Source: an optimization exercise on an open RTL-to-GDS flow (aim: small area, a short achievable clock period and few clock cycles per item). Production flows keep margins and buffers that such runs may drop.
RTL that was checked went through simulation tests only; none was proved equivalent to the original.
Only the layout flow was run in run 2; the RTL was not checked for function there.
Power and IR drop assume default switching activity.

==> flow/design.v, too long to show whole: its modules and the start of the top module <==
// module gf2_split_mul: 23 lines
// module clmul48_pipe: 3192 lines
module gf2_split_mul (
	input  wire         clk,
	input  wire         rst,
	input  wire         in_valid,
	output logic        in_ready,
	input  wire  [47:0] a,
	input  wire  [47:0] b,
	output logic        out_valid,
	input  wire         out_ready,
	output logic [95:0] c
);
  // ...
==> flow/flow/run.sh <==
#!/bin/bash
# Own layout flow: the standard flow (standard.sh) with the standard
# synthesis unchanged, then the layout steps with the delay cells
# (clkdlybuf4s*, dlygate*, dlymetal*) added to the don't-use list, so that
# the port buffers and the timing repair use plain buffers instead, and with
# the buffers of synthesis removed at floorplan (REMOVE_ABC_BUFFERS) instead
# of a timing repair there without wires; the repair after clock tree
# synthesis then sizes the logic with placement parasitics. The port
# buffers are buf_4 cells instead of the weakest buffer.
set -euo pipefail
W=$(pwd)
bash standard.sh synth > "$W/flow_synth.log" 2>&1
DELAY_CELLS=""
for c in clkdlybuf4s15_1 clkdlybuf4s15_2 clkdlybuf4s18_1 clkdlybuf4s18_2 \
	clkdlybuf4s25_1 clkdlybuf4s25_2 clkdlybuf4s50_1 clkdlybuf4s50_2 \
	dlygate4sd1_1 dlygate4sd2_1 dlygate4sd3_1 \
	dlymetal6s2s_1 dlymetal6s4s_1 dlymetal6s6s_1; do
	DELAY_CELLS="$DELAY_CELLS sky130_fd_sc_hd__$c"
done
# The design config is read before the platform's, whose list is added to this one.
{
	cat "$W/config.mk"
	echo "export DONT_USE_CELLS =$DELAY_CELLS"
	echo "export REMOVE_ABC_BUFFERS = 1"
	echo "export BUFFER_PORTS_ARGS = -buffer_cell sky130_fd_sc_hd__buf_4"
} > "$W/own_config.mk"
sed "s|DESIGN_CONFIG=[^ ]*|DESIGN_CONFIG=$W/own_config.mk|" "$W/standard.sh" > "$W/own_standard.sh"
grep -q "DESIGN_CONFIG=$W/own_config.mk" "$W/own_standard.sh"
bash "$W/own_standard.sh" > "$W/flow_layout.log" 2>&1
==> flow/standard.sh <==
#!/bin/bash
# synth_recipe.tcl (not shown) runs the flow's synth.tcl, then flattens the netlist and writes it again
# the make line also repeats each setting of config.mk as NAME=value (left out here)
make -C /OpenROAD-flow-scripts/flow DESIGN_CONFIG=/design/flow/config.mk WORK_HOME=/design/flow/orfs CLKGATE_MAP_FILE= SYNTH_SCRIPT=/design/flow/synth_recipe.tcl "${@:-finish}"
==> flow/config.mk <==
export PLATFORM = sky130hd
export DESIGN_NAME = gf2_split_mul
export DESIGN_NICKNAME = gf2_split_mul
export VERILOG_FILES = /design/flow/design.v
export SDC_FILE = /design/flow/constraint.sdc
export NUM_CORES = 4
export LEC_CHECK = 0
export CAP_MARGIN = 20
export CORE_MARGIN = 2
export CORE_UTILIZATION = 60
export PLACE_DENSITY = 0.8
export SETUP_SLACK_MARGIN = 2.0
export SLEW_MARGIN = 20
export TNS_END_PERCENT = 0
==> flow/constraint.sdc <==
create_clock -name core_clock -period 5.0 [get_ports {clk}]
set_input_delay 1.0000 -clock core_clock [delete_from_list [all_inputs] [get_ports {clk}]]
set_output_delay 1.0000 -clock core_clock [all_outputs]
set_load 0.01 [all_outputs]
==> impl_metrics.env, run 1 <==
export IMPL_combPwrFrac=0.734
export IMPL_inverters=3
export IMPL_areaGrowthSynthToFinish_pct=10.3
export IMPL_drt_vias_per_instance=5.79
export IMPL_maxSlewHeadroom=0.286
export IMPL_whs_endpoint="out_valid"
export IMPL_synth_top_family_by_area="XOR/XNOR gates"
export IMPL_grt_overflow_total=0
export IMPL_fin_tns_setup_ns=0
export IMPL_crit_buf_inv=2
export IMPL_grt_max_degree=100
export IMPL_drive_above_1_share=0.117
export IMPL_timing_final_crit_period_ns=3.22
export IMPL_grt_pass1_vias=20711
export IMPL_crit_end="u_mul.r[78]"
export IMPL_ios=198
export IMPL_outcome="complete, no violations"
export IMPL_clkPwrFrac=0.100
export IMPL_final_common_cell="xnor2_1"
export IMPL_grtUsageTotal=0.403
export IMPL_cp_slowest_stage_delay_ns=0.48
export IMPL_critPathLaunch="b[29]"
export IMPL_yosys_area_share_adder=0
export IMPL_topRoutingLayerUsed="met5"
export IMPL_synth_compound_area_frac=0.000592
export IMPL_tritoncts="done"
Testbench counts, summed over its fixed seeds: cycles 2,056, items 2,048.
==> run 2, diff against run 1 <==
--- a/flow/design.v
+++ b/flow/design.v
@@ -200,17 +200,17 @@
 	logic n2768, n2769, n2770, n2771, n2772, n2773, n2774, n2775, n2776, n2777, n2778, n2779, n2780, n2781, n2782, n2783;
 	logic n2784, n2785, n2786, n2787, n2788, n2789, n2790, n2791, n2792, n2793, n2794, n2795, n2796, n2797, n2798, n2799;
 	logic n2800, n2801, n2802, n2803, n2804, n2805, n2806, n2807, n2808, n2809, n2810, n2811, n2812, n2813, n2814, n2815;
 	logic n2816, n2817, n2818, n2819, n2820, n2821, n2822, n2823, n2824, n2825, n2826, n2827, n2828, n2829, n2830, n2831;
 	logic n2832, n2833, n2834, n2835, n2836, n2837, n2838, n2839, n2840, n2841, n2842, n2843, n2844, n2845, n2846, n2847;
 	logic n2848, n2849, n2850, n2851, n2852, n2853, n2854, n2855, n2856, n2857, n2858, n2859, n2860, n2861, n2862, n2863;
 	logic n2864, n2865, n2866, n2867, n2868, n2869, n2870, n2871, n2872, n2873, n2874, n2875, n2876, n2877, n2878, n2879;
 	logic n2880, n2881, n2882, n2883, n2884, n2885, n2886, n2887, n2888;
-	logic [114:0] r;
+	logic [160:0] r;
 	assign n96 = a[0] & b[0];
 	assign n97 = a[0] & b[1];
 	assign n98 = a[1] & b[0];
 	assign n99 = n97 ^ n98;
 	assign n100 = a[0] & b[2];
 	assign n101 = a[1] & b[1];
 	assign n102 = a[2] & b[0];
 	assign n103 = n100 ^ n101;
@@ -1031,62 +1031,62 @@
 	assign n918 = n311 ^ n376;
 	assign n919 = n324 ^ n385;
 	assign n920 = n335 ^ n396;
 	assign n921 = n344 ^ n409;
 	assign n922 = n351 ^ n424;
 	assign n923 = n356 ^ n441;
 	assign n924 = n359 ^ n460;
 	assign n925 = n360 ^ n481;
-	assign n926 = n96 ^ n650;
-	assign n927 = n915 ^ n926;
-	assign n928 = n99 ^ n653;
-	assign n929 = n916 ^ n928;
-	assign n930 = n104 ^ n658;
-	assign n931 = n917 ^ n930;
+	assign n926 = r[0] ^ r[22];
+	assign n927 = r[34] ^ n926;
+	assign n928 = r[1] ^ r[23];
+	assign n929 = r[35] ^ n928;
+	assign n930 = r[2] ^ r[24];
+	assign n931 = r[36] ^ n930;
 	assign n932 = n111 ^ n665;
 	assign n933 = n918 ^ n932;
 	assign n934 = n120 ^ n919;
 	assign n935 = n674 ^ n934;
 	assign n936 = n131 ^ n920;
 	assign n937 = n685 ^ n936;
 	assign n938 = n144 ^ n921;
 	assign n939 = n698 ^ n938;
 	assign n940 = n159 ^ n922;
 	assign n941 = n713 ^ n940;
-	assign n942 = n176 ^ n923;
-	assign n943 = n730 ^ n942;
-	assign n944 = n195 ^ n924;
-	assign n945 = n749 ^ n944;
-	assign n946 = n216 ^ n925;
-	assign n947 = n770 ^ n946;
+	assign n942 = r[8] ^ r[37];
+	assign n943 = r[25] ^ n942;
+	assign n944 = r[9] ^ r[38];
+	assign n945 = r[26] ^ n944;
+	assign n946 = r[10] ^ r[39];
+	assign n947 = r[27] ^ n946;
 	assign n948 = n239 ^ n504;
 	assign n949 = n793 ^ n948;
-	assign n950 = n525 ^ n915;
-	assign n951 = n814 ^ n950;
-	assign n952 = n544 ^ n916;
-	assign n953 = n833 ^ n952;
-	assign n954 = n561 ^ n917;
-	assign n955 = n850 ^ n954;
+	assign n950 = r[12] ^ r[34];
+	assign n951 = r[28] ^ n950;
+	assign n952 = r[13] ^ r[35];
+	assign n953 = r[29] ^ n952;
+	assign n954 = r[14] ^ r[36];
+	assign n955 = r[30] ^ n954;
 	assign n956 = n576 ^ n918;
 	assign n957 = n865 ^ n956;
 	assign n958 = n589 ^ n919;
 	assign n959 = n878 ^ n958;
 	assign n960 = n600 ^ n920;
 	assign n961 = n889 ^ n960;
 	assign n962 = n609 ^ n921;
 	assign n963 = n898 ^ n962;
 	assign n964 = n616 ^ n905;
 	assign n965 = n922 ^ n964;
-	assign n966 = n621 ^ n910;
-	assign n967 = n923 ^ n966;
-	assign n968 = n624 ^ n913;
-	assign n969 = n924 ^ n968;
-	assign n970 = n625 ^ n914;
-	assign n971 = n925 ^ n970;
+	assign n966 = r[19] ^ r[31];
+	assign n967 = r[37] ^ n966;
+	assign n968 = r[20] ^ r[32];
+	assign n969 = r[38] ^ n968;
+	assign n970 = r[21] ^ r[33];
+	assign n971 = r[39] ^ n970;
 	assign n972 = a[24] & b[24];
 	assign n973 = a[24] & b[25];
 	assign n974 = a[25] & b[24];
 	assign n975 = n973 ^ n974;
 	assign n976 = a[24] & b[26];
 	assign n977 = a[25] & b[25];
 	assign n978 = a[26] & b[24];
 	assign n979 = n976 ^ n977;
@@ -1907,62 +1907,62 @@
 	assign n1794 = n1187 ^ n1252;
 	assign n1795 = n1200 ^ n1261;
 	assign n1796 = n1211 ^ n1272;
 	assign n1797 = n1220 ^ n1285;
 	assign n1798 = n1227 ^ n1300;
 	assign n1799 = n1232 ^ n1317;
 	assign n1800 = n1235 ^ n1336;
 	assign n1801 = n1236 ^ n1357;
-	assign n1802 = n972 ^ n1526;
-	assign n1803 = n1791 ^ n1802;
-	assign n1804 = n975 ^ n1529;
-	assign n1805 = n1792 ^ n1804;
-	assign n1806 = n980 ^ n1534;
-	assign n1807 = n1793 ^ n1806;
+	assign n1802 = r[50] ^ r[72];
+	assign n1803 = r[84] ^ n1802;
+	assign n1804 = r[51] ^ r[73];
+	assign n1805 = r[85] ^ n1804;
+	assign n1806 = r[52] ^ r[74];
+	assign n1807 = r[86] ^ n1806;
 	assign n1808 = n987 ^ n1541;
 	assign n1809 = n1794 ^ n1808;
 	assign n1810 = n996 ^ n1795;
 	assign n1811 = n1550 ^ n1810;
 	assign n1812 = n1007 ^ n1796;
 	assign n1813 = n1561 ^ n1812;
 	assign n1814 = n1020 ^ n1797;
 	assign n1815 = n1574 ^ n1814;
 	assign n1816 = n1035 ^ n1798;
 	assign n1817 = n1589 ^ n1816;
-	assign n1818 = n1052 ^ n1799;
-	assign n1819 = n1606 ^ n1818;
-	assign n1820 = n1071 ^ n1800;
-	assign n1821 = n1625 ^ n1820;
-	assign n1822 = n1092 ^ n1801;
-	assign n1823 = n1646 ^ n1822;
+	assign n1818 = r[57] ^ r[87];
+	assign n1819 = r[75] ^ n1818;
+	assign n1820 = r[58] ^ r[88];
+	assign n1821 = r[76] ^ n1820;
+	assign n1822 = r[59] ^ r[89];
+	assign n1823 = r[77] ^ n1822;
 	assign n1824 = n1115 ^ n1380;
 	assign n1825 = n1669 ^ n1824;
-	assign n1826 = n1401 ^ n1791;
-	assign n1827 = n1690 ^ n1826;
-	assign n1828 = n1420 ^ n1792;
-	assign n1829 = n1709 ^ n1828;
-	assign n1830 = n1437 ^ n1793;
-	assign n1831 = n1726 ^ n1830;
+	assign n1826 = r[61] ^ r[84];
+	assign n1827 = r[78] ^ n1826;
+	assign n1828 = r[62] ^ r[85];
+	assign n1829 = r[79] ^ n1828;
+	assign n1830 = r[63] ^ r[86];
+	assign n1831 = r[80] ^ n1830;
 	assign n1832 = n1452 ^ n1794;
 	assign n1833 = n1741 ^ n1832;
 	assign n1834 = n1465 ^ n1795;
 	assign n1835 = n1754 ^ n1834;
 	assign n1836 = n1476 ^ n1796;
 	assign n1837 = n1765 ^ n1836;
 	assign n1838 = n1485 ^ n1797;
 	assign n1839 = n1774 ^ n1838;
 	assign n1840 = n1492 ^ n1781;
 	assign n1841 = n1798 ^ n1840;
-	assign n1842 = n1497 ^ n1786;
-	assign n1843 = n1799 ^ n1842;
-	assign n1844 = n1500 ^ n1789;
-	assign n1845 = n1800 ^ n1844;
-	assign n1846 = n1501 ^ n1790;
-	assign n1847 = n1801 ^ n1846;
+	assign n1842 = r[69] ^ r[81];
+	assign n1843 = r[87] ^ n1842;
+	assign n1844 = r[70] ^ r[82];
+	assign n1845 = r[88] ^ n1844;
+	assign n1846 = r[71] ^ r[83];
+	assign n1847 = r[89] ^ n1846;
 	assign n1848 = a[0] ^ a[24];
 	assign n1849 = a[1] ^ a[25];
 	assign n1850 = a[2] ^ a[26];
 	assign n1851 = a[3] ^ a[27];
 	assign n1852 = a[4] ^ a[28];
 	assign n1853 = a[5] ^ a[29];
 	assign n1854 = a[6] ^ a[30];
 	assign n1855 = a[7] ^ a[31];
@@ -2831,388 +2831,434 @@
 	assign n2718 = n2111 ^ n2176;
 	assign n2719 = n2124 ^ n2185;
 	assign n2720 = n2135 ^ n2196;
 	assign n2721 = n2144 ^ n2209;
 	assign n2722 = n2151 ^ n2224;
 	assign n2723 = n2156 ^ n2241;
 	assign n2724 = n2159 ^ n2260;
 	assign n2725 = n2160 ^ n2281;
-	assign n2726 = n1896 ^ n2450;
-	assign n2727 = n2715 ^ n2726;
-	assign n2728 = n1899 ^ n2453;
-	assign n2729 = n2716 ^ n2728;
-	assign n2730 = n1904 ^ n2458;
-	assign n2731 = n2717 ^ n2730;
-	assign n2732 = n1911 ^ n2465;
-	assign n2733 = n2718 ^ n2732;
-	assign n2734 = n1920 ^ n2719;
-	assign n2735 = n2474 ^ n2734;
-	assign n2736 = n1931 ^ n2720;
-	assign n2737 = n2485 ^ n2736;
-	assign n2738 = n1944 ^ n2721;
-	assign n2739 = n2498 ^ n2738;
-	assign n2740 = n1959 ^ n2722;
-	assign n2741 = n2513 ^ n2740;
-	assign n2742 = n1976 ^ n2723;
-	assign n2743 = n2530 ^ n2742;
-	assign n2744 = n1995 ^ n2724;
-	assign n2745 = n2549 ^ n2744;
-	assign n2746 = n2016 ^ n2725;
-	assign n2747 = n2570 ^ n2746;
-	assign n2748 = n2039 ^ n2304;
-	assign n2749 = n2593 ^ n2748;
-	assign n2750 = n2325 ^ n2715;
-	assign n2751 = n2614 ^ n2750;
-	assign n2752 = n2344 ^ n2716;
-	assign n2753 = n2633 ^ n2752;
-	assign n2754 = n2361 ^ n2717;
-	assign n2755 = n2650 ^ n2754;
-	assign n2756 = n2376 ^ n2718;
-	assign n2757 = n2665 ^ n2756;
-	assign n2758 = n2389 ^ n2719;
-	assign n2759 = n2678 ^ n2758;
-	assign n2760 = n2400 ^ n2720;
-	assign n2761 = n2689 ^ n2760;
-	assign n2762 = n2409 ^ n2721;
-	assign n2763 = n2698 ^ n2762;
-	assign n2764 = n2416 ^ n2705;
-	assign n2765 = n2722 ^ n2764;
-	assign n2766 = n2421 ^ n2710;
-	assign n2767 = n2723 ^ n2766;
-	assign n2768 = n2424 ^ n2713;
-	assign n2769 = n2724 ^ n2768;
-	assign n2770 = n2425 ^ n2714;
-	assign n2771 = n2725 ^ n2770;
-	assign n2772 = n951 ^ n972;
-	assign n2773 = n953 ^ n975;
-	assign n2774 = n955 ^ n980;
-	assign n2775 = n957 ^ n987;
-	assign n2776 = n959 ^ n996;
-	assign n2777 = n961 ^ n1007;
-	assign n2778 = n963 ^ n1020;
+	assign n2726 = r[100] ^ r[124];
+	assign n2727 = r[147] ^ n2726;
+	assign n2728 = r[101] ^ r[125];
+	assign n2729 = r[148] ^ n2728;
+	assign n2730 = r[102] ^ r[126];
+	assign n2731 = r[149] ^ n2730;
+	assign n2732 = r[103] ^ r[127];
+	assign n2733 = r[150] ^ n2732;
+	assign n2734 = r[104] ^ r[151];
+	assign n2735 = r[128] ^ n2734;
+	assign n2736 = r[105] ^ r[152];
+	assign n2737 = r[129] ^ n2736;
+	assign n2738 = r[106] ^ r[153];
+	assign n2739 = r[130] ^ n2738;
+	assign n2740 = r[107] ^ r[154];
+	assign n2741 = r[131] ^ n2740;
+	assign n2742 = r[108] ^ r[155];
+	assign n2743 = r[132] ^ n2742;
+	assign n2744 = r[109] ^ r[156];
+	assign n2745 = r[133] ^ n2744;
+	assign n2746 = r[110] ^ r[157];
+	assign n2747 = r[134] ^ n2746;
+	assign n2748 = r[111] ^ r[112];
+	assign n2749 = r[135] ^ n2748;
+	assign n2750 = r[113] ^ r[147];
+	assign n2751 = r[136] ^ n2750;
+	assign n2752 = r[114] ^ r[148];
+	assign n2753 = r[137] ^ n2752;
+	assign n2754 = r[115] ^ r[149];
+	assign n2755 = r[138] ^ n2754;
+	assign n2756 = r[116] ^ r[150];
+	assign n2757 = r[139] ^ n2756;
+	assign n2758 = r[117] ^ r[151];
+	assign n2759 = r[140] ^ n2758;
+	assign n2760 = r[118] ^ r[152];
+	assign n2761 = r[141] ^ n2760;
+	assign n2762 = r[119] ^ r[153];
+	assign n2763 = r[142] ^ n2762;
+	assign n2764 = r[120] ^ r[143];
+	assign n2765 = r[154] ^ n2764;
+	assign n2766 = r[121] ^ r[144];
+	assign n2767 = r[155] ^ n2766;
+	assign n2768 = r[122] ^ r[145];
+	assign n2769 = r[156] ^ n2768;
+	assign n2770 = r[123] ^ r[146];
+	assign n2771 = r[157] ^ n2770;
+	assign n2772 = n951 ^ r[50];
+	assign n2773 = n953 ^ r[51];
+	assign n2774 = n955 ^ r[52];
+	assign n2775 = r[46] ^ r[53];
+	assign n2776 = r[47] ^ r[54];
+	assign n2777 = r[48] ^ r[55];
+	assign n2778 = r[49] ^ r[56];
 	assign n2779 = n965 ^ n1035;
-	assign n2780 = n967 ^ n1052;
-	assign n2781 = n969 ^ n1071;
-	assign n2782 = n971 ^ n1092;
+	assign n2780 = n967 ^ r[57];
+	assign n2781 = n969 ^ r[58];
+	assign n2782 = n971 ^ r[59];
 	assign n2783 = n504 ^ n1115;
-	assign n2784 = n525 ^ n1803;
-	assign n2785 = n544 ^ n1805;
-	assign n2786 = n561 ^ n1807;
+	assign n2784 = r[12] ^ n1803;
+	assign n2785 = r[13] ^ n1805;
+	assign n2786 = r[14] ^ n1807;
 	assign n2787 = n576 ^ n1809;
-	assign n2788 = n589 ^ n1811;
-	assign n2789 = n600 ^ n1813;
-	assign n2790 = n609 ^ n1815;
-	assign n2791 = n616 ^ n1817;
-	assign n2792 = n621 ^ n1819;
-	assign n2793 = n624 ^ n1821;
-	assign n2794 = n625 ^ n1823;
-	assign n2795 = r[0] ^ r[48];
-	assign n2796 = r[89] ^ n2795;
-	assign n2797 = r[1] ^ r[49];
-	assign n2798 = r[90] ^ n2797;
-	assign n2799 = r[2] ^ r[50];
-	assign n2800 = r[91] ^ n2799;
-	assign n2801 = r[3] ^ r[51];
-	assign n2802 = r[92] ^ n2801;
-	assign n2803 = r[4] ^ r[52];
-	assign n2804 = r[93] ^ n2803;
-	assign n2805 = r[5] ^ r[53];
-	assign n2806 = r[94] ^ n2805;
-	assign n2807 = r[6] ^ r[54];
-	assign n2808 = r[95] ^ n2807;
-	assign n2809 = n159 ^ n1959;
-	assign n2810 = n2779 ^ n2809;
-	assign n2811 = r[8] ^ r[55];
-	assign n2812 = r[96] ^ n2811;
-	assign n2813 = r[9] ^ r[56];
-	assign n2814 = r[97] ^ n2813;
-	assign n2815 = r[10] ^ r[57];
-	assign n2816 = r[98] ^ n2815;
-	assign n2817 = n239 ^ n2783;
-	assign n2818 = n2039 ^ n2817;
-	assign n2819 = r[12] ^ r[99];
-	assign n2820 = r[68] ^ n2819;
-	assign n2821 = r[13] ^ r[100];
-	assign n2822 = r[69] ^ n2821;
-	assign n2823 = r[14] ^ r[101];
-	assign n2824 = r[70] ^ n2823;
-	assign n2825 = n933 ^ n2787;
+	assign n2788 = r[15] ^ r[90];
+	assign n2789 = r[16] ^ r[91];
+	assign n2790 = r[17] ^ r[92];
+	assign n2791 = r[18] ^ r[93];
+	assign n2792 = r[19] ^ n1819;
+	assign n2793 = r[20] ^ n1821;
+	assign n2794 = r[21] ^ n1823;
+	assign n2795 = r[0] ^ r[100];
+	assign n2796 = n2772 ^ n2795;
+	assign n2797 = r[1] ^ r[101];
+	assign n2798 = n2773 ^ n2797;
+	assign n2799 = r[2] ^ r[102];
+	assign n2800 = n2774 ^ n2799;
+	assign n2801 = r[3] ^ r[103];
+	assign n2802 = n2775 ^ n2801;
+	assign n2803 = r[4] ^ r[104];
+	assign n2804 = n2776 ^ n2803;
+	assign n2805 = r[5] ^ r[105];
+	assign n2806 = n2777 ^ n2805;
+	assign n2807 = r[6] ^ r[106];
+	assign n2808 = n2778 ^ n2807;
+	assign n2809 = r[7] ^ r[107];
+	assign n2810 = r[158] ^ n2809;
+	assign n2811 = r[8] ^ r[108];
+	assign n2812 = n2780 ^ n2811;
+	assign n2813 = r[9] ^ r[109];
+	assign n2814 = n2781 ^ n2813;
+	assign n2815 = r[10] ^ r[110];
+	assign n2816 = n2782 ^ n2815;
+	assign n2817 = r[11] ^ r[159];
+	assign n2818 = r[111] ^ n2817;
+	assign n2819 = n927 ^ n2784;
+	assign n2820 = n2727 ^ n2819;
+	assign n2821 = n929 ^ n2785;
+	assign n2822 = n2729 ^ n2821;
+	assign n2823 = n931 ^ n2786;
+	assign n2824 = n2731 ^ n2823;
+	assign n2825 = r[40] ^ r[160];
 	assign n2826 = n2733 ^ n2825;
-	assign n2827 = r[16] ^ r[102];
-	assign n2828 = r[71] ^ n2827;
-	assign n2829 = r[17] ^ r[103];
-	assign n2830 = r[72] ^ n2829;
-	assign n2831 = r[18] ^ r[104];
-	assign n2832 = r[73] ^ n2831;
-	assign n2833 = r[19] ^ r[105];
-	assign n2834 = r[74] ^ n2833;
-	assign n2835 = r[20] ^ r[106];
-	assign n2836 = r[75] ^ n2835;
-	assign n2837 = r[21] ^ r[107];
-	assign n2838 = r[76] ^ n2837;
-	assign n2839 = r[22] ^ r[108];
-	assign n2840 = r[77] ^ n2839;
-	assign n2841 = r[23] ^ r[36];
-	assign n2842 = r[78] ^ n2841;
-	assign n2843 = r[37] ^ r[89];
-	assign n2844 = r[79] ^ n2843;
-	assign n2845 = r[38] ^ r[90];
-	assign n2846 = r[80] ^ n2845;
-	assign n2847 = r[39] ^ r[91];
-	assign n2848 = r[81] ^ n2847;
-	assign n2849 = r[40] ^ r[92];
-	assign n2850 = r[82] ^ n2849;
-	assign n2851 = r[41] ^ r[93];
-	assign n2852 = r[83] ^ n2851;
-	assign n2853 = r[42] ^ r[94];
-	assign n2854 = r[84] ^ n2853;
-	assign n2855 = r[43] ^ r[95];
-	assign n2856 = r[85] ^ n2855;
-	assign n2857 = n1841 ^ n2779;
+	assign n2827 = r[41] ^ n2788;
+	assign n2828 = n2735 ^ n2827;
+	assign n2829 = r[42] ^ n2789;
+	assign n2830 = n2737 ^ n2829;
+	assign n2831 = r[43] ^ n2790;
+	assign n2832 = n2739 ^ n2831;
+	assign n2833 = r[44] ^ n2791;
+	assign n2834 = n2741 ^ n2833;
+	assign n2835 = n943 ^ n2792;
+	assign n2836 = n2743 ^ n2835;
+	assign n2837 = n945 ^ n2793;
+	assign n2838 = n2745 ^ n2837;
+	assign n2839 = n947 ^ n2794;
+	assign n2840 = n2747 ^ n2839;
+	assign n2841 = r[45] ^ r[94];
+	assign n2842 = n2749 ^ n2841;
+	assign n2843 = n1827 ^ n2772;
+	assign n2844 = n2751 ^ n2843;
+	assign n2845 = n1829 ^ n2773;
+	assign n2846 = n2753 ^ n2845;
+	assign n2847 = n1831 ^ n2774;
+	assign n2848 = n2755 ^ n2847;
+	assign n2849 = r[95] ^ n2775;
+	assign n2850 = n2757 ^ n2849;
+	assign n2851 = r[96] ^ n2776;
+	assign n2852 = n2759 ^ n2851;
+	assign n2853 = r[97] ^ n2777;
+	assign n2854 = n2761 ^ n2853;
+	assign n2855 = r[98] ^ n2778;
+	assign n2856 = n2763 ^ n2855;
+	assign n2857 = r[99] ^ r[158];
 	assign n2858 = n2765 ^ n2857;
-	assign n2859 = r[45] ^ r[96];
-	assign n2860 = r[86] ^ n2859;
-	assign n2861 = r[46] ^ r[97];
-	assign n2862 = r[87] ^ n2861;
-	assign n2863 = r[47] ^ r[98];
-	assign n2864 = r[88] ^ n2863;
-	assign n2865 = n1380 ^ n2783;
-	assign n2866 = n2304 ^ n2865;
-	assign n2867 = r[25] ^ r[58];
-	assign n2868 = r[99] ^ n2867;
-	assign n2869 = r[26] ^ r[59];
-	assign n2870 = r[100] ^ n2869;
-	assign n2871 = r[27] ^ r[60];
-	assign n2872 = r[101] ^ n2871;
-	assign n2873 = n1452 ^ n2376;
-	assign n2874 = n2787 ^ n2873;
-	assign n2875 = r[29] ^ r[61];
-	assign n2876 = r[102] ^ n2875;
-	assign n2877 = r[30] ^ r[62];
-	assign n2878 = r[103] ^ n2877;
-	assign n2879 = r[31] ^ r[63];
-	assign n2880 = r[104] ^ n2879;
-	assign n2881 = r[32] ^ r[64];
-	assign n2882 = r[105] ^ n2881;
-	assign n2883 = r[33] ^ r[65];
-	assign n2884 = r[106] ^ n2883;
-	assign n2885 = r[34] ^ r[66];
-	assign n2886 = r[107] ^ n2885;
-	assign n2887 = r[35] ^ r[67];
-	assign n2888 = r[108] ^ n2887;
+	assign n2859 = n1843 ^ n2780;
+	assign n2860 = n2767 ^ n2859;
+	assign n2861 = n1845 ^ n2781;
+	assign n2862 = n2769 ^ n2861;
+	assign n2863 = n1847 ^ n2782;
+	assign n2864 = n2771 ^ n2863;
+	assign n2865 = r[60] ^ r[159];
+	assign n2866 = r[112] ^ n2865;
+	assign n2867 = r[61] ^ r[113];
+	assign n2868 = n2784 ^ n2867;
+	assign n2869 = r[62] ^ r[114];
+	assign n2870 = n2785 ^ n2869;
+	assign n2871 = r[63] ^ r[115];
+	assign n2872 = n2786 ^ n2871;
+	assign n2873 = r[64] ^ r[116];
+	assign n2874 = r[160] ^ n2873;
+	assign n2875 = r[65] ^ r[117];
+	assign n2876 = n2788 ^ n2875;
+	assign n2877 = r[66] ^ r[118];
+	assign n2878 = n2789 ^ n2877;
+	assign n2879 = r[67] ^ r[119];
+	assign n2880 = n2790 ^ n2879;
+	assign n2881 = r[68] ^ r[120];
+	assign n2882 = n2791 ^ n2881;
+	assign n2883 = r[69] ^ r[121];
+	assign n2884 = n2792 ^ n2883;
+	assign n2885 = r[70] ^ r[122];
+	assign n2886 = n2793 ^ n2885;
+	assign n2887 = r[71] ^ r[123];
+	assign n2888 = n2794 ^ n2887;
 	always_ff @(posedge clk) begin
 		if (en) begin
 			r[0] <= n96;
 			r[1] <= n99;
 			r[2] <= n104;
 			r[3] <= n111;
 			r[4] <= n120;
 			r[5] <= n131;
 			r[6] <= n144;
 			r[7] <= n159;
 			r[8] <= n176;
 			r[9] <= n195;
 			r[10] <= n216;
 			r[11] <= n239;
-			r[12] <= n927;
-			r[13] <= n929;
-			r[14] <= n931;
-			r[15] <= n933;
-			r[16] <= n935;
-			r[17] <= n937;
-			r[18] <= n939;
-			r[19] <= n941;
-			r[20] <= n943;
-			r[21] <= n945;
-			r[22] <= n947;
-			r[23] <= n949;
-			r[24] <= n1380;
-			r[25] <= n1401;
-			r[26] <= n1420;
-			r[27] <= n1437;
-			r[28] <= n1452;
-			r[29] <= n1465;
-			r[30] <= n1476;
-			r[31] <= n1485;
-			r[32] <= n1492;
-			r[33] <= n1497;
-			r[34] <= n1500;
-			r[35] <= n1501;
-			r[36] <= n1825;
-			r[37] <= n1827;
-			r[38] <= n1829;
-			r[39] <= n1831;
-			r[40] <= n1833;
-			r[41] <= n1835;
-			r[42] <= n1837;
-			r[43] <= n1839;
-			r[44] <= n1841;
-			r[45] <= n1843;
-			r[46] <= n1845;
-			r[47] <= n1847;
-			r[48] <= n1896;
-			r[49] <= n1899;
-			r[50] <= n1904;
-			r[51] <= n1911;
-			r[52] <= n1920;
-			r[53] <= n1931;
-			r[54] <= n1944;
-			r[55] <= n1976;
-			r[56] <= n1995;
-			r[57] <= n2016;
-			r[58] <= n2325;
-			r[59] <= n2344;
-			r[60] <= n2361;
-			r[61] <= n2389;
-			r[62] <= n2400;
-			r[63] <= n2409;
-			r[64] <= n2416;
-			r[65] <= n2421;
-			r[66] <= n2424;
-			r[67] <= n2425;
-			r[68] <= n2727;
-			r[69] <= n2729;
-			r[70] <= n2731;
-			r[71] <= n2735;
-			r[72] <= n2737;
-			r[73] <= n2739;
-			r[74] <= n2741;
-			r[75] <= n2743;
-			r[76] <= n2745;
-			r[77] <= n2747;
-			r[78] <= n2749;
-			r[79] <= n2751;
-			r[80] <= n2753;
-			r[81] <= n2755;
-			r[82] <= n2757;
-			r[83] <= n2759;
-			r[84] <= n2761;
-			r[85] <= n2763;
-			r[86] <= n2767;
-			r[87] <= n2769;
-			r[88] <= n2771;
-			r[89] <= n2772;
-			r[90] <= n2773;
-			r[91] <= n2774;
-			r[92] <= n2775;
-			r[93] <= n2776;
-			r[94] <= n2777;
-			r[95] <= n2778;
-			r[96] <= n2780;
-			r[97] <= n2781;
-			r[98] <= n2782;
-			r[99] <= n2784;
-			r[100] <= n2785;
-			r[101] <= n2786;
-			r[102] <= n2788;
-			r[103] <= n2789;
-			r[104] <= n2790;
-			r[105] <= n2791;
-			r[106] <= n2792;
-			r[107] <= n2793;
-			r[108] <= n2794;
-			r[109] <= n2810;
-			r[110] <= n2818;
-			r[111] <= n2826;
-			r[112] <= n2858;
-			r[113] <= n2866;
-			r[114] <= n2874;
+			r[12] <= n525;
+			r[13] <= n544;
+			r[14] <= n561;
+			r[15] <= n589;
+			r[16] <= n600;
+			r[17] <= n609;
+			r[18] <= n616;
+			r[19] <= n621;
+			r[20] <= n624;
+			r[21] <= n625;
+			r[22] <= n650;
+			r[23] <= n653;
+			r[24] <= n658;
+			r[25] <= n730;
+			r[26] <= n749;
+			r[27] <= n770;
+			r[28] <= n814;
+			r[29] <= n833;
+			r[30] <= n850;
+			r[31] <= n910;
+			r[32] <= n913;
+			r[33] <= n914;
+			r[34] <= n915;
+			r[35] <= n916;
+			r[36] <= n917;
+			r[37] <= n923;
+			r[38] <= n924;
+			r[39] <= n925;
+			r[40] <= n933;
+			r[41] <= n935;
+			r[42] <= n937;
+			r[43] <= n939;
+			r[44] <= n941;
+			r[45] <= n949;
+			r[46] <= n957;
+			r[47] <= n959;
+			r[48] <= n961;
+			r[49] <= n963;
+			r[50] <= n972;
+			r[51] <= n975;
+			r[52] <= n980;
+			r[53] <= n987;
+			r[54] <= n996;
+			r[55] <= n1007;
+			r[56] <= n1020;
+			r[57] <= n1052;
+			r[58] <= n1071;
+			r[59] <= n1092;
+			r[60] <= n1380;
+			r[61] <= n1401;
+			r[62] <= n1420;
+			r[63] <= n1437;
+			r[64] <= n1452;
+			r[65] <= n1465;
+			r[66] <= n1476;
+			r[67] <= n1485;
+			r[68] <= n1492;
+			r[69] <= n1497;
+			r[70] <= n1500;
+			r[71] <= n1501;
+			r[72] <= n1526;
+			r[73] <= n1529;
+			r[74] <= n1534;
+			r[75] <= n1606;
+			r[76] <= n1625;
+			r[77] <= n1646;
+			r[78] <= n1690;
+			r[79] <= n1709;
+			r[80] <= n1726;
+			r[81] <= n1786;
+			r[82] <= n1789;
+			r[83] <= n1790;
+			r[84] <= n1791;
+			r[85] <= n1792;
+			r[86] <= n1793;
+			r[87] <= n1799;
+			r[88] <= n1800;
+			r[89] <= n1801;
+			r[90] <= n1811;
+			r[91] <= n1813;
+			r[92] <= n1815;
+			r[93] <= n1817;
+			r[94] <= n1825;
+			r[95] <= n1833;
+			r[96] <= n1835;
+			r[97] <= n1837;
+			r[98] <= n1839;
+			r[99] <= n1841;
+			r[100] <= n1896;
+			r[101] <= n1899;
+			r[102] <= n1904;
+			r[103] <= n1911;
+			r[104] <= n1920;
+			r[105] <= n1931;
+			r[106] <= n1944;
+			r[107] <= n1959;
+			r[108] <= n1976;
+			r[109] <= n1995;
+			r[110] <= n2016;
+			r[111] <= n2039;
+			r[112] <= n2304;
+			r[113] <= n2325;
+			r[114] <= n2344;
+			r[115] <= n2361;
+			r[116] <= n2376;
+			r[117] <= n2389;
+			r[118] <= n2400;
+			r[119] <= n2409;
+			r[120] <= n2416;
+			r[121] <= n2421;
+			r[122] <= n2424;
+			r[123] <= n2425;
+			r[124] <= n2450;
+			r[125] <= n2453;
+			r[126] <= n2458;
+			r[127] <= n2465;
+			r[128] <= n2474;
+			r[129] <= n2485;
+			r[130] <= n2498;
+			r[131] <= n2513;
+			r[132] <= n2530;
+			r[133] <= n2549;
+			r[134] <= n2570;
+			r[135] <= n2593;
+			r[136] <= n2614;
+			r[137] <= n2633;
+			r[138] <= n2650;
+			r[139] <= n2665;
+			r[140] <= n2678;
+			r[141] <= n2689;
+			r[142] <= n2698;
+			r[143] <= n2705;
+			r[144] <= n2710;
+			r[145] <= n2713;
+			r[146] <= n2714;
+			r[147] <= n2715;
+			r[148] <= n2716;
+			r[149] <= n2717;
+			r[150] <= n2718;
+			r[151] <= n2719;
+			r[152] <= n2720;
+			r[153] <= n2721;
+			r[154] <= n2722;
+			r[155] <= n2723;
+			r[156] <= n2724;
+			r[157] <= n2725;
+			r[158] <= n2779;
+			r[159] <= n2783;
+			r[160] <= n2787;
 		end
 	end
 	assign p[0] = r[0];
 	assign p[1] = r[1];
 	assign p[2] = r[2];
 	assign p[3] = r[3];
 	assign p[4] = r[4];
 	assign p[5] = r[5];
 	assign p[6] = r[6];
 	assign p[7] = r[7];
 	assign p[8] = r[8];
 	assign p[9] = r[9];
 	assign p[10] = r[10];
 	assign p[11] = r[11];
-	assign p[12] = r[12];
-	assign p[13] = r[13];
-	assign p[14] = r[14];
-	assign p[15] = r[15];
-	assign p[16] = r[16];
-	assign p[17] = r[17];
-	assign p[18] = r[18];
-	assign p[19] = r[19];
-	assign p[20] = r[20];
-	assign p[21] = r[21];
-	assign p[22] = r[22];
-	assign p[23] = r[23];
+	assign p[12] = n927;
+	assign p[13] = n929;
+	assign p[14] = n931;
+	assign p[15] = r[40];
+	assign p[16] = r[41];
+	assign p[17] = r[42];
+	assign p[18] = r[43];
+	assign p[19] = r[44];
+	assign p[20] = n943;
+	assign p[21] = n945;
+	assign p[22] = n947;
+	assign p[23] = r[45];
 	assign p[24] = n2796;
 	assign p[25] = n2798;
 	assign p[26] = n2800;
 	assign p[27] = n2802;
 	assign p[28] = n2804;
 	assign p[29] = n2806;
 	assign p[30] = n2808;
-	assign p[31] = r[109];
+	assign p[31] = n2810;
 	assign p[32] = n2812;
 	assign p[33] = n2814;
 	assign p[34] = n2816;
-	assign p[35] = r[110];
+	assign p[35] = n2818;
 	assign p[36] = n2820;
 	assign p[37] = n2822;
 	assign p[38] = n2824;
-	assign p[39] = r[111];
+	assign p[39] = n2826;
 	assign p[40] = n2828;
 	assign p[41] = n2830;
 	assign p[42] = n2832;
 	assign p[43] = n2834;
 	assign p[44] = n2836;
 	assign p[45] = n2838;
 	assign p[46] = n2840;
 	assign p[47] = n2842;
 	assign p[48] = n2844;
 	assign p[49] = n2846;
 	assign p[50] = n2848;
 	assign p[51] = n2850;
 	assign p[52] = n2852;
 	assign p[53] = n2854;
 	assign p[54] = n2856;
-	assign p[55] = r[112];
+	assign p[55] = n2858;
 	assign p[56] = n2860;
 	assign p[57] = n2862;
 	assign p[58] = n2864;
-	assign p[59] = r[113];
+	assign p[59] = n2866;
 	assign p[60] = n2868;
 	assign p[61] = n2870;
 	assign p[62] = n2872;
-	assign p[63] = r[114];
+	assign p[63] = n2874;
 	assign p[64] = n2876;
 	assign p[65] = n2878;
 	assign p[66] = n2880;
 	assign p[67] = n2882;
 	assign p[68] = n2884;
 	assign p[69] = n2886;
 	assign p[70] = n2888;
-	assign p[71] = r[36];
-	assign p[72] = r[37];
-	assign p[73] = r[38];
-	assign p[74] = r[39];
-	assign p[75] = r[40];
-	assign p[76] = r[41];
-	assign p[77] = r[42];
-	assign p[78] = r[43];
-	assign p[79] = r[44];
-	assign p[80] = r[45];
-	assign p[81] = r[46];
-	assign p[82] = r[47];
-	assign p[83] = r[24];
-	assign p[84] = r[25];
-	assign p[85] = r[26];
-	assign p[86] = r[27];
-	assign p[87] = r[28];
-	assign p[88] = r[29];
-	assign p[89] = r[30];
-	assign p[90] = r[31];
-	assign p[91] = r[32];
-	assign p[92] = r[33];
-	assign p[93] = r[34];
-	assign p[94] = r[35];
+	assign p[71] = r[94];
+	assign p[72] = n1827;
+	assign p[73] = n1829;
+	assign p[74] = n1831;
+	assign p[75] = r[95];
+	assign p[76] = r[96];
+	assign p[77] = r[97];
+	assign p[78] = r[98];
+	assign p[79] = r[99];
+	assign p[80] = n1843;
+	assign p[81] = n1845;
+	assign p[82] = n1847;
+	assign p[83] = r[60];
+	assign p[84] = r[61];
+	assign p[85] = r[62];
+	assign p[86] = r[63];
+	assign p[87] = r[64];
+	assign p[88] = r[65];
+	assign p[89] = r[66];
+	assign p[90] = r[67];
+	assign p[91] = r[68];
+	assign p[92] = r[69];
+	assign p[93] = r[70];
+	assign p[94] = r[71];
 	assign p[95] = 1'b0;
 endmodule
 `default_nettype wire
==> run 2 against run 1 <==
  * Highest routed layer unchanged
  * Synthesized area grew 7.5%
  * Fmax is 5.2% higher
  * Critical endpoint is now u_mul.r[45]
  * Count of clock-buffer cells in the layout down 7
  * Largest power group unchanged
  * Register-to-register slack lost 0.30 ns
==> impl_metrics.env, run 2 <==
export IMPL_outcome="complete, no violations"
export IMPL_die_w_um=208
export IMPL_grt_overflow_total=0
export IMPL_drive_above_1_share=0.106
export IMPL_ant_nets=0
export IMPL_setup_viol=0
export IMPL_synth_seq_cells=162
export IMPL_cp_arrival_ns=3.27
export IMPL_rsz0062_at_grt="yes"
export IMPL_synthArstFlopShare=0
export IMPL_synth_edf_count=161
export IMPL_top_regs="u_mul.r (161), out_valid (1)"
export IMPL_drt_vias_per_instance=5.84
export IMPL_cp_slowest_stage_delay_ns=0.61
export IMPL_mostFrequentLayoutCells="1071 x xnor2_1, 720 x nor2_1, 572 x nand2_1, 260 x xor2_1, 197 x buf_4"
export IMPL_clkLatencyLatePin_ns=0.46
export IMPL_grt_max_degree=71
export IMPL_fmax_ghz=0.327
export IMPL_grt_antenna_before_repair=4
export IMPL_portBuffers=196
export IMPL_finClkSkew_ns=0.00826
export IMPL_initial_core_util=0.609
export IMPL_cts_buffer_depth=2
export IMPL_drt_first_iter_violations=3617
export IMPL_dpl_hpwl_mm=62.0
export IMPL_cp_end_kind="register"
export IMPL_cts_buffers=17
export IMPL_ys_seq_area_frac=0.194
export IMPL_postSynthCellCount=3236
export IMPL_largest_reg_flops=161
export IMPL_wl_per_cell_um=22.8
export IMPL_rows=74
export IMPL_clk_pin_slew_ns=0.07
export IMPL_nets=3339
export IMPL_synthMuxAreaShare=0
export IMPL_drt_pass1_iter_count=19
export IMPL_cts_root_buf="clkbuf_16"
export IMPL_die_y_um=208
export IMPL_ys_types=16
export IMPL_hold_buffers=0
export IMPL_fin_area_um2=27000
export IMPL_timing_final_crit_period_ns=3.06
export IMPL_drc=0
export IMPL_worst_pin_slew_ns=1.19
export IMPL_synth_top_area_cell="xnor2_1"
export IMPL_synthTopCellsByArea="xnor2_1 39%, edfxtp_1 19%, nor2_1 11%, xor2_1 9.3%, nand2_1 8.6%"
export IMPL_yosys_most_used_dff="edfxtp_1"
export IMPL_synth_top_area_share=0.393
export IMPL_holdCritPathClass="input port to register"
export IMPL_grtUsageTotal=0.393
export IMPL_placed_cell_area_um2=26000
export IMPL_ys_warn_count=2
export IMPL_cp_top_family="XOR/XNOR gates"
export IMPL_cap_violations=0
export IMPL_die_area_um2=43300
export IMPL_yosys_top_cells_count="1122 x xnor2_1, 720 x nor2_1, 572 x nand2_1, 266 x xor2_1, 161 x edfxtp_1"
export IMPL_yosysMostFrequentCell="xnor2_1"
export IMPL_drt_total_wl_mm=86.4
export IMPL_htree_levels=4
export IMPL_slowest_stage="buf_1"
export IMPL_p_leak_nw=10.3
export IMPL_finalMaxSlewViolations=0
export IMPL_ir_drop_uv=531
export IMPL_crit_required_ns=5.21
export IMPL_syn_area_um2=25000
export IMPL_min_period_over_period=0.612
export IMPL_clock_sinks=162
export IMPL_synth_top_family_by_area="XOR/XNOR gates"
export IMPL_areaGrowthSynthToFinish_pct=8.03
export IMPL_power_mw=15.9
export IMPL_syn_avg_cell_area_um2=7.72
export IMPL_yosys_area_share_adder=0
export IMPL_fin_tns_setup_ns=0
export IMPL_hold_viol=0
export IMPL_vias=22109
export IMPL_tritoncts="done"
export IMPL_crit_path_frequent_cell="xnor2_1"
export IMPL_final_common_cell="xnor2_1"
export IMPL_synth_compound_area_frac=0.000200
export IMPL_ios=198
export IMPL_core_area_um2=41000
export IMPL_grt_pass1_wl_mm=129
export IMPL_instances_no_fill=3784
export IMPL_multiInputGateArea_um2=19000
export IMPL_post_place_cells=3749
export IMPL_power_per_cell_area_nw_per_um2=589
export IMPL_nFillCells=3418
export IMPL_crit_buf_inv=2
export IMPL_maxSlewHeadroom=0.206
export IMPL_synth_simple_area_share=0.195
export IMPL_gp_congestion=1.01
export IMPL_seq_area_um2=4850
export IMPL_postLayoutCoreUtil=0.658
export IMPL_synthXorXnorAreaFrac=0.542
export IMPL_crit_path_cell_trace="buf_4 -> xnor2_1 -> buf_1 -> nor2_1 -> xnor2_1 -> xnor2_1 -> xnor3_1 -> xnor3_1"
export IMPL_path_class="input port to register"
export IMPL_largest_register="u_mul.r"
export IMPL_cp_max_fo=14
export IMPL_startpoint_type="input port"
export IMPL_grt_pass1_vias=21273
run 2: cell count changes in the layout (fill, tap and decap cells not counted), moves of 3 or more:
cell	before	now
xnor2_4	13	10
xnor2_1	1105	1071
xor2_4	1	6
xnor2_2	41	86
bufinv_16	6	0
buf_1	37	83
clkbuf_1	5	0
xnor3_1	37	29
buf_4	203	197
edfxtp_1	115	161
clkinvlp_4	0	3
buf_2	82	10
xor2_1	251	260
inv_6	0	3
run 2: what timing repair did:
action                                  4_1_cts  5_1_grt
resized for setup                            26       25
buffers inserted                              1        2
pin swaps                                     2        2
endpoints found under the setup margin       37       49
run 2: logic make-up after synthesis:
family | count (synthesis)
AO/OA/AOI/OAI | 1
XOR/XNOR | 1462
buffers and inverters | 313
flip-flops | 162
other | 1
AND/OR/NAND/NOR | 1297
run 2: final cells by class:
cell class                 count  share of cell area
antenna                        1           0.0000927
clock buffer                  17              0.0158
clock inverter                14             0.00403
inverter                       1            0.000139
multi-input combinational   2761               0.705
sequential                   162               0.180
tap                          532              0.0247
timing repair buffer         296              0.0702
run 2: path summary, 6_finish.rpt:
kind                            slack, ns  startpoint  cells past startpoint          end
worst max-delay path                 1.94        b[7]                      8  u_mul.r[45]
worst min-delay path                 0.69         rst                      2    out_valid
worst max register to register       2.75   out_valid                      2  u_mul.r[65]
worst min register to register       1.02   out_valid                      2    out_valid
run 2: worst reg2reg max path: cells and delay by family (launching register included):
family        cells  cell delay [ns]
flops             1             0.34
buf+inv           1             0.92
simple gates      1             0.50
run 2: metal layers:
| layer | track usage | wire [um] |
|---|---|---|
| met1 | 0.514 | 31800 |
| met2 | 0.598 | 37100 |
| met3 | 0.0942 | 11700 |
| met4 | 0.221 | 5740 |
| met5 | 0 | 31 |
run 2: where the power goes:
| part | switching (mW) | internal (mW) |
|---|---|---|
| sequential | 0.565 | 2.43 |
| clock | 0.621 | 0.638 |
| combinational | 5.98 | 5.66 |
| total | 7.17 | 8.73 |
run 2: per-stage QoR:
step | hold slack (ns) | setup slack [ns]
4_1_cts | 0.675 | 1.93
6_report | 0.688 | 1.94
5_1_grt | 0.685 | 1.90
3_5_place_dp | 1.04 | 1.41
3_3_place_gp | 1.00 | 1.40
2_1_floorplan | 1.07 | -0.960

-- re-timing with driven ports --
How much do the figures lean on ideal ports? The routed layouts below were timed once more, with nothing changed but the port constraints.
Step 1 assumes that a clkbuf_16 drives the clock port and a buf_2 every other input.
Step 2 moves the port delays by t, midway between the first and last clock arrival at a register: inputs arrive t later, outputs are due t later. That takes back most of the time a late clock gives input paths.
a / b / c = ideal / step 1 / step 2; a / b = the first two.
| run | t, ns | slack for setup (ns) | clock arrival spread, ns | cell pins on the clock port's net |
|---|---|---|---|---|
| run 1 | 0.495 | 1.780 / 1.808 / 1.313 | 0.020 / 0.020 | 1 |
| run 2 | 0.514 | 1.939 / 1.883 / 1.456 | 0.013 / 0.013 | 1 |
After both steps setup and hold are still met in every run listed. The setup slack of run 2, which loses most, moves by -0.056 ns with the drivers and by -0.483 ns with both steps.
